Context: an optimization exercise on an open-source flow, tuned for a short achievable clock period and few clock cycles. The choices shown serve that exercise and are no tape-out recipe.
The RTL was checked by simulation tests, not by an equivalence proof against the original design.
Power and IR drop assume default switching activity.

// cpu_core
module cpu_core #(
   parameter int data_w = 32,
   parameter int pc_w   = 8
) (
   input  logic                           clk,
   input  logic                           arst_n,
   output logic                           fetch_req,
   output logic [pc_w-1:0]                fetch_pc,
   input  logic [isa_pkg::code_w-1:0]     fetch_code,
   input  logic                           fetch_ack,
   output logic                           wb_valid,
   output logic [isa_pkg::reg_addr_w-1:0] wb_addr,
   output logic [data_w-1:0]              wb_data,
   output logic                           halted
);
   localparam int n_words = 1 << (pc_w - 1);    
   logic [n_words-1:0][15:0] icache_q;
   logic [n_words-1:0] ival_q;
   logic [n_words-1:0] itag_q;       
   function automatic logic present(input logic [pc_w-1:0] a);
      present = ival_q[a[pc_w-2:0]] && (itag_q[a[pc_w-2:0]] == a[pc_w-1]);
   endfunction
   logic               wr_q;         
   logic [pc_w-1:0]    wa_q;
   logic [15:0]        wd_q;
   logic [n_words-1:0] wen_q;        
   always_ff @(posedge clk) begin
      for (int i = 0; i < n_words; i++) if (wen_q[i]) begin
         icache_q[i] <= wd_q;
         itag_q[i]   <= wa_q[pc_w-1];
      end
   end
   logic            req_q;
   logic [pc_w-1:0] fa_q;            
   logic [pc_w-1:0] pf_q;            
   logic            ack_now, idle;
   assign ack_now = req_q && fetch_ack;
   assign idle    = !req_q && !fetch_ack;
   logic [pc_w-1:0]   fpc_q;
   logic              dv_q;
   logic [15:0]       dc_q;
   logic [pc_w-1:0]   dpc_q;
   logic              stop_q, halt_q;
   logic [pc_w-1:0]   stop_pc_q;
   logic [data_w-1:0] regs [16];
   logic              carry_q;
   logic              ex_we_q, ex_setc_q, ex_br_q;
   logic              ex_sll_q, ex_srl_q, ex_add_q, ex_sub_q, ex_and_q, ex_xnr_q, ex_pas_q;
   logic [15:0]       ex_wen_q;      
   logic [15:0]       wb_wen_q;      
   logic [4:0]        ex_sh_q;       
   logic [1:0]        ex_brk_q;      
   logic              ex_pred_q;     
   logic [3:0]        ex_pi_q;       
   logic [pc_w-1:0]   ex_pc1_q;      
   logic [pc_w-1:0]   ex_tgt_q;
   logic [3:0]        ex_d_q;
   logic [data_w-1:0] ex_a_q, ex_b_q;
   logic [data_w-1:0] res_q;         
  ...
Size in the first run: about 8800 cells after synthesis, roughly 66 I/O pins.
export LEC_CHECK = 0
export ABC_CLOCK_PERIOD_IN_PS = 3000
export CAP_MARGIN = 20
export CORE_MARGIN = 2
export CORE_UTILIZATION = 50
export SLEW_MARGIN = 20
export SYNTH_MEMORY_MAX_BITS = 8192
create_clock -name core_clock -period 11.0 [get_ports {clk}]
standard.sh (not shown) runs the stock make flow with config.mk's settings and CLKGATE_MAP_FILE= SYNTH_SCRIPT=/design/flow/synth_recipe.tcl, a recipe that flattens the netlist after the stock synthesis.
==> flow/flow/run.sh <==
#!/bin/bash
# Standard layout, with repair_timing aiming well below the 11 ns clock
# (setup margin) so that the achieved period is pushed down. Constraints
# are the design's own.
set -uo pipefail
bash standard.sh SETUP_SLACK_MARGIN=${MARGIN:-7.8} finish > standard_flow.log 2>&1
Testbench counts at the start, summed over its fixed seeds: cycles 23,600.
Rerun with:
--- a/flow/design.v
+++ b/flow/design.v
@@ -446,76 +446,83 @@
          if (ins) begin
             bv_q[brr_q] <= 1'b1;
             bs_q[brr_q] <= ins_pc;
             bt_q[brr_q] <= ins_tgt;
             brr_q       <= brr_q + 1'b1;
          end
       end
    end
    logic [15:0]        crd;
    logic            pf_near;
    assign crd      = icache_q[fpc_q[pc_w-2:0]];
    assign hit      = present(fpc_q);
+   logic            pf_known_q, pf_pres_q, pf_near_q, pf_step;
    assign pf_near  = (pc_w'(pf_q - fpc_q) < pc_w'(16));    
+   assign pf_step  = pf_known_q && pf_pres_q && pf_near_q && !ack_now;
    assign deliver  = ack_now && (fa_q == fpc_q);
    assign f_ok     = (hit || deliver) && !stop_q;
    assign need     = !hit && !stop_q && !stop_d && !redirect && !(wr_q && wa_q == fpc_q);
-   assign pf_ok    = pf_near && !present(pf_q) && !stop_q && !stop_d && !redirect && !(wr_q && wa_q == pf_q);
+   assign pf_ok    = pf_known_q && pf_near_q && !pf_pres_q && !stop_q && !stop_d && !redirect && !(wr_q && wa_q == pf_q);
    always_ff @(posedge clk or negedge arst_n) begin
       if (!arst_n) begin
          ival_q <= '0;
          wen_q  <= '0;
          wr_q   <= 1'b0;
          wa_q   <= '0;
          wd_q   <= '0;
          req_q  <= 1'b0;
          fa_q   <= '0;
          pf_q   <= '0;
+         pf_known_q <= 1'b0;
+         pf_pres_q  <= 1'b0;
+         pf_near_q  <= 1'b0;
          fpc_q  <= '0;
          dv_q   <= 1'b0;
          dpred_q <= 1'b0;
          dpi_q  <= '0;
          dc_q   <= '0;
          dpc_q  <= '0;
          stop_q <= 1'b0;
          stop_pc_q <= '0;
          halt_q <= 1'b0;
       end else begin
          wr_q   <= 1'b0;
          wen_q  <= '0;
          ival_q <= ival_q | wen_q;
+         pf_pres_q  <= present(pf_q);
+         pf_near_q  <= pf_near;
+         pf_known_q <= !ack_now && !pf_step;
+         if (pf_step) pf_q <= pf_q + 1'b1;
          if (req_q) begin
             if (fetch_ack) begin
                req_q <= 1'b0;
                wr_q  <= 1'b1;
                wen_q <= n_words'(1) << fa_q[pc_w-2:0];
                wa_q  <= fa_q;
                wd_q  <= fetch_code;
                pf_q  <= fa_q + 1'b1;
             end
          end else if (stop_q || (stop_d && !ex_we_q)) begin
             halt_q <= 1'b1;                  
             fa_q   <= stop_q ? stop_pc_q : dpc_q;
          end else if (idle) begin
             if (d_redir && is_br && d_take && !present(jt) && !(wr_q && wa_q == jt)) begin
                req_q <= 1'b1;                
                fa_q  <= jt;
             end else if (need) begin
                req_q <= 1'b1;
                fa_q  <= fpc_q;
             end else if (pf_ok) begin
                req_q <= 1'b1;
                fa_q  <= pf_q;
-            end else if (pf_near && present(pf_q)) begin
-               pf_q  <= pf_q + 1'b1;
             end
          end
          if (redirect) begin
             dv_q  <= 1'b0;
             fpc_q <= tgt;
          end else begin
             dv_q    <= f_ok;
             dpred_q <= pred;
             dpi_q   <= bhit;
             dc_q    <= hit ? crd : fetch_code;
             dpc_q   <= fpc_q;
             if (f_ok) begin
What happened: The changed run finished with timing, DRC and antenna clean; global-route usage shrinks by 0.90 points; sequential power grows by 31%; register-to-register slack gains 0.25 ns; non-clock buffer count shrinks by 23; routed wire length shrinks by 1.7%; worst hold slack barely changes; clock skew shrinks by 0.037 ns; total power grows by 90%; final cell count shrinks by 1.7%; clock power barely changes; synthesized cell count shrinks by 2.4%.
Testbench counts after the change, summed over its fixed seeds: cycles 23,639.

-- port drivers added, routing unchanged --
Ports are ideal in the flow. The routed layouts listed here were re-timed in OpenROAD.
Step 1 sets driving cells, clkbuf_16 on the clock port and buf_2 on the other inputs (assumed; they add their load-dependent delay and slew).
Step 2, shift: input delay + t, output delay - t, t = (earliest + latest rising clock arrival at the registers) / 2. This alone moves slack from input paths to output paths.
Slacks: ideal ports / drivers / drivers and shift; pairs: ideal ports / drivers.
run | t (ns) | setup slack, ns | hold slack, ns | worst setup path after step 2 | worst data-port slew with drivers (ns)
the first run | 1.030 | 6.949 / 6.949 / 6.322 | 0.348 / 0.348 / 0.348 | input to register | 0.20
the second run | 1.022 | 7.170 / 7.072 / 6.963 | 0.347 / 0.347 / 0.347 | input to register | 0.30
After both steps setup and hold are still met in every run listed. The setup slack of the first run, which loses most, moves by 0.000 ns with the drivers and by -0.627 ns with both steps.
